Source: an optimization exercise on an open RTL-to-GDS flow (aim: small area). Production flows keep margins and buffers that such runs may drop. Function was checked by simulation only, so behaviour that the tests miss may differ from the original. Power is estimated from default activity; no workload was simulated.

==> try-fjord: inputs <==
==> flow/design.v <==
package tiger_defines;
  localparam int REGNUM_W     = 5;
  localparam int NUM_REGS_DEF = 32;
  localparam int DATA_W       = 32;
  typedef enum logic {
    RF_CLEAR = 1'b0,
    RF_RUN   = 1'b1
  } rf_state_t;
endpackage
module tiger_rowin_bit (
  input  logic we,
  input  logic keep,
  input  logic wdata,
  input  logic q,
  output logic d
);
  assign d = (q & keep) | (wdata & we);
endmodule
module tiger_rowin #(
  parameter int DW = tiger_defines::DATA_W
) (
  input  logic          we,
  input  logic          keep,
  input  logic [DW-1:0] wdata,
  input  logic [DW-1:0] q,
  output logic [DW-1:0] d
);
  for (genvar i = 0; i < DW; i++) begin : g_bit
    tiger_rowin_bit u_bit (.we(we), .keep(keep), .wdata(wdata[i]), .q(q[i]), .d(d[i]));
  end
endmodule
module tiger_row #(
  parameter int DW = tiger_defines::DATA_W
) (
  input  logic          clk,
  input  logic          we,
  input  logic          keep,
  input  logic [DW-1:0] wdata,
  output logic [DW-1:0] q
);
  logic [DW-1:0] d;
  tiger_rowin #(.DW(DW)) u_in (.we(we), .keep(keep), .wdata(wdata), .q(q), .d(d));
  always_ff @(posedge clk) q <= d;
endmodule
module tiger_aoi3_bit #(
  parameter int K = 3
) (
  input  logic [K-1:0] sel,
  input  logic [K-1:0] data,
  output logic         yn
);
  assign yn = ~|(sel & data);
endmodule
module tiger_aoi3 #(
  parameter int K  = 3,
  parameter int DW = tiger_defines::DATA_W
) (
  input  logic [K-1:0]         sel,
  input  logic [K-1:0][DW-1:0] data,
  output logic [DW-1:0]        yn
);
  for (genvar b = 0; b < DW; b++) begin : g_bit
    logic [K-1:0] d;
    for (genvar i = 0; i < K; i++) begin : g_in
      assign d[i] = data[i][b];
    end
    tiger_aoi3_bit #(.K(K)) u_bit (.sel(sel), .data(d), .yn(yn[b]));
  end
endmodule
module tiger_nandn #(
  parameter int G  = 11,
  parameter int DW = tiger_defines::DATA_W
) (
  input  logic [G-1:0][DW-1:0] gn,
  output logic [DW-1:0]        y
);
  always_comb begin
    y = '1;
    for (int i = 0; i < G; i++) y &= gn[i];
    y = ~y;
  end
endmodule
module tiger_rdmux #(
  parameter int N  = 32,
  parameter int DW = tiger_defines::DATA_W
) (
  input  logic [N-1:0]         sel,
  input  logic [N-1:0][DW-1:0] data,
  output logic [DW-1:0]        y
);
  localparam int G = (N + 2) / 3;
  logic [G-1:0][DW-1:0] gn;
  for (genvar g = 0; g < G; g++) begin : g_grp
    localparam int K = (3 * g + 3 <= N) ? 3 : N - 3 * g;
    tiger_aoi3 #(.K(K), .DW(DW)) u_aoi (
      .sel(sel[3*g +: K]), .data(data[3*g +: K]), .yn(gn[g])
    );
  end
  tiger_nandn #(.G(G), .DW(DW)) u_or (.gn(gn), .y(y));
endmodule
module tiger_regfile #(
  parameter int NUM_REGS = tiger_defines::NUM_REGS_DEF
) (
  input  logic                clk,
  input  logic                reset,
  input  logic                stall,
  input  logic [tiger_defines::REGNUM_W-1:0] readRegNumA,
  input  logic [tiger_defines::REGNUM_W-1:0] readRegNumB,
  input  logic [tiger_defines::REGNUM_W-1:0] readCopNum,
  input  logic                writeRegEn,
  input  logic                writeRegEnCop,
  input  logic [tiger_defines::REGNUM_W-1:0] writeRegNum,
  input  logic [tiger_defines::DATA_W-1:0]   writeRegData,
  output logic [tiger_defines::DATA_W-1:0]   regDataA,
  output logic [tiger_defines::DATA_W-1:0]   regDataB,
  output logic [tiger_defines::DATA_W-1:0]   copData,
  output logic                initBusy
);
  localparam int DW = tiger_defines::DATA_W;
  localparam int AW = tiger_defines::REGNUM_W;
  tiger_defines::rf_state_t state;
  logic [AW-1:0]  clear_idx;
  logic           clearing;
  assign clearing = (state == tiger_defines::RF_CLEAR);
  assign initBusy = clearing;
  always_ff @(posedge clk) begin
    if (reset) begin
      state     <= tiger_defines::RF_CLEAR;
      clear_idx <= '0;
    end else if (clearing) begin
      clear_idx <= clear_idx + 1'b1;
      if (clear_idx == AW'(NUM_REGS - 1)) state <= tiger_defines::RF_RUN;
    end
  end
  logic [NUM_REGS-1:0] gpr_we, cop_we;
  logic [DW-1:0]       bank_wdata;
  assign bank_wdata = writeRegData & {DW{~clearing}};
  always_comb begin
    for (int r = 0; r < NUM_REGS; r++) begin
      gpr_we[r] = clearing | (!reset && writeRegEn    && writeRegNum == AW'(r));
      cop_we[r] = clearing | (!reset && writeRegEnCop && writeRegNum == AW'(r));
    end
  end
  logic [NUM_REGS-1:0][DW-1:0] gpr_q, cop_q;
  assign gpr_q[0] = '0;
  for (genvar r = 1; r < NUM_REGS; r++) begin : g_gpr
    tiger_row #(.DW(DW)) u_row (
      .clk(clk), .we(gpr_we[r]), .keep(~gpr_we[r]), .wdata(bank_wdata), .q(gpr_q[r])
    );
  end
  for (genvar r = 0; r < NUM_REGS; r++) begin : g_cop
    tiger_row #(.DW(DW)) u_row (
      .clk(clk), .we(cop_we[r]), .keep(~cop_we[r]), .wdata(bank_wdata), .q(cop_q[r])
    );
  end
  logic zero, load, hold;
  assign zero = reset | clearing;
  assign load = !zero && !stall;
  assign hold = !zero && stall;
  logic [NUM_REGS-1:0] sel_a, sel_b, sel_c;
  always_comb begin
    for (int r = 0; r < NUM_REGS; r++) begin
      sel_a[r] = load && readRegNumA == AW'(r);
      sel_b[r] = load && readRegNumB == AW'(r);
      sel_c[r] = load && readCopNum  == AW'(r);
    end
    sel_a[0] = hold;    
    sel_b[0] = hold;
  end
  logic [DW-1:0] nxt_a, nxt_b, nxt_c;
  tiger_rdmux #(.N(NUM_REGS), .DW(DW)) u_mux_a (
    .sel(sel_a), .data({gpr_q[NUM_REGS-1:1], regDataA}), .y(nxt_a)
  );
  tiger_rdmux #(.N(NUM_REGS), .DW(DW)) u_mux_b (
    .sel(sel_b), .data({gpr_q[NUM_REGS-1:1], regDataB}), .y(nxt_b)
  );
  tiger_rdmux #(.N(NUM_REGS + 1), .DW(DW)) u_mux_c (
    .sel({sel_c, hold}), .data({cop_q, copData}), .y(nxt_c)
  );
  always_ff @(posedge clk) begin
    regDataA <= nxt_a;
    regDataB <= nxt_b;
    copData  <= nxt_c;
  end
endmodule
==> flow/run.sh <==
#!/bin/bash
# synth_recipe.tcl (not shown) runs the flow's synth.tcl, then flattens the netlist and writes it again
# the make line also repeats each setting of config.mk as NAME=value (left out here)
make -C /OpenROAD-flow-scripts/flow DESIGN_CONFIG=/design/flow/config.mk WORK_HOME=/design/flow/orfs CLKGATE_MAP_FILE= SYNTH_SCRIPT=/design/flow/synth_recipe.tcl finish
==> flow/config.mk <==
export PLATFORM = sky130hd
export DESIGN_NAME = tiger_regfile
export DESIGN_NICKNAME = tiger_regfile
export VERILOG_FILES = /design/flow/design.v
export SDC_FILE = /design/flow/constraint.sdc
export NUM_CORES = 4
export LEC_CHECK = 0
export CAP_MARGIN = 20
export CORE_MARGIN = 2
export CORE_UTILIZATION = 40
export CTS_CLUSTER_DIAMETER = 150
export CTS_CLUSTER_SIZE = 26
export SLEW_MARGIN = 20
export SYNTH_HIERARCHICAL = 1
==> flow/constraint.sdc <==
create_clock -name core_clock -period 5.0 [get_ports {clk}]
set_input_delay 1.0000 -clock core_clock [delete_from_list [all_inputs] [get_ports {clk}]]
set_output_delay 1.0000 -clock core_clock [all_outputs]
set_load 0.01 [all_outputs]
==> try-onyx: changes against try-fjord <==
==> flow/flow/run.sh (new file) <==
#!/bin/bash
# Standard ORFS layout (the standard.sh, standard synthesis unchanged) with two changes:
#  - port buffers use the smallest buffer cell instead of the default choice;
#  - clock tree synthesis without dummy loads, with larger sink clusters.
set -euo pipefail
export BUFFER_PORTS_ARGS="-buffer_cell sky130_fd_sc_hd__buf_1"
export CTS_ARGS="-sink_clustering_enable -repair_clock_nets -dont_use_dummy_load -sink_clustering_size 26 -sink_clustering_max_diameter 150"
bash standard.sh > standard.log 2>&1
==> flow/standard.sh (new file) <==
#!/bin/bash
# synth_recipe.tcl (not shown) runs the flow's synth.tcl, then flattens the netlist and writes it again
# the make line also repeats each setting of config.mk as NAME=value (left out here)
make -C /OpenROAD-flow-scripts/flow DESIGN_CONFIG=/design/flow/config.mk WORK_HOME=/design/flow/orfs CLKGATE_MAP_FILE= SYNTH_SCRIPT=/design/flow/synth_recipe.tcl "${@:-finish}"
Settings changed: CAP_MARGIN 20 to 0, CORE_UTILIZATION 40 to 65, SLEW_MARGIN 20 to 0.
removed: flow/run.sh
==> try-violet: changes against try-fjord <==
Settings changed: CAP_MARGIN 20 to 0, CORE_UTILIZATION 40 to 65, SLEW_MARGIN 20 to 0.
==> run summary <==
Max-Cap Viols 0; worst slack, placed 0.436 ns; Reg power frac 64.9%; P per Cell Area 301 nW/um^2; Net Sw Power 5660 uW; clock network contribution to total cell area 2.85%; status no timing/DRC/antenna violations; Pint 20300 uW; fraction of area in multi-input gates 39.1%; Net Sw Frac 21.8%; met3 Resource Use GR 7.74%
[end of results for try-fjord]
==> run summary <==
status finished with violations; Violated Checks max-capacitance violations, max-slew violations; # setup viols final 0; Net Sw Frac 21.0%; P per Cell Area 308 nW/um^2; antenna violations before repair 44; clock network contribution to total cell area 2.75%; most frequent cells in the layout dfxtp_1, a22o_1, a222oi_1; GRT met2 Usage 71.4%; worst slack, placed 0.765 ns; Reg power frac 66.1%; Net Sw Power 5360 uW; Max-Cap Viols 1; Slew Limit Fails 33; die height 344 microns; Avg Cell Area, Syn 12.6 sq um; Storage cell area 42400 sq um; FF-to-FF setup slack 1.11 ns; met3 Resource Use GR 20.4%; Multi-In Gates 3800
[end of results for try-onyx]
==> run summary <==
status finished with violations; Violated Checks max-capacitance violations, max-slew violations; Slew Limit Fails 33; worst slack, placed 0.478 ns; Net Sw Frac 21.1%; P per Cell Area 306 nW/um^2; fraction of area in multi-input gates 39.7%; Reg power frac 65.5%; Net Sw Power 5420 uW; Pint 20300 uW; Max-Cap Viols 1; clock network contribution to total cell area 2.89%; met3 Resource Use GR 21.5%
[end of results for try-violet]

[static timing again, ports no longer ideal]
No port has a modelled driver above. Below, the same layouts with a new extraction and two added sets of constraints. Step 1 assumes that a clkbuf_16 drives the clock port and a buf_2 every other input. Step 2 times the ports against the registers' clock, not the clock port: input delays grow and output delays shrink by t, the midpoint of the rising clock arrivals with the driver on. Slacks: ideal ports / drivers / drivers and shift; pairs: ideal ports / drivers.
run | t (ns) | setup slack, ns | worst slew at a driven data input, ns | cell pins on the clock port's net
try-fjord | 0.873 | 1.079 / 1.123 / 0.251 | 0.16 | 1
try-onyx | 0.811 | 1.052 / 1.109 / 0.302 | 0.20 | 1
try-violet | 0.844 | 0.510 / 0.551 / -0.293 | 0.21 | 1
For try-fjord, which loses most, drivers alone change the setup slack by +0.044 ns; drivers and shift together by -0.828 ns.
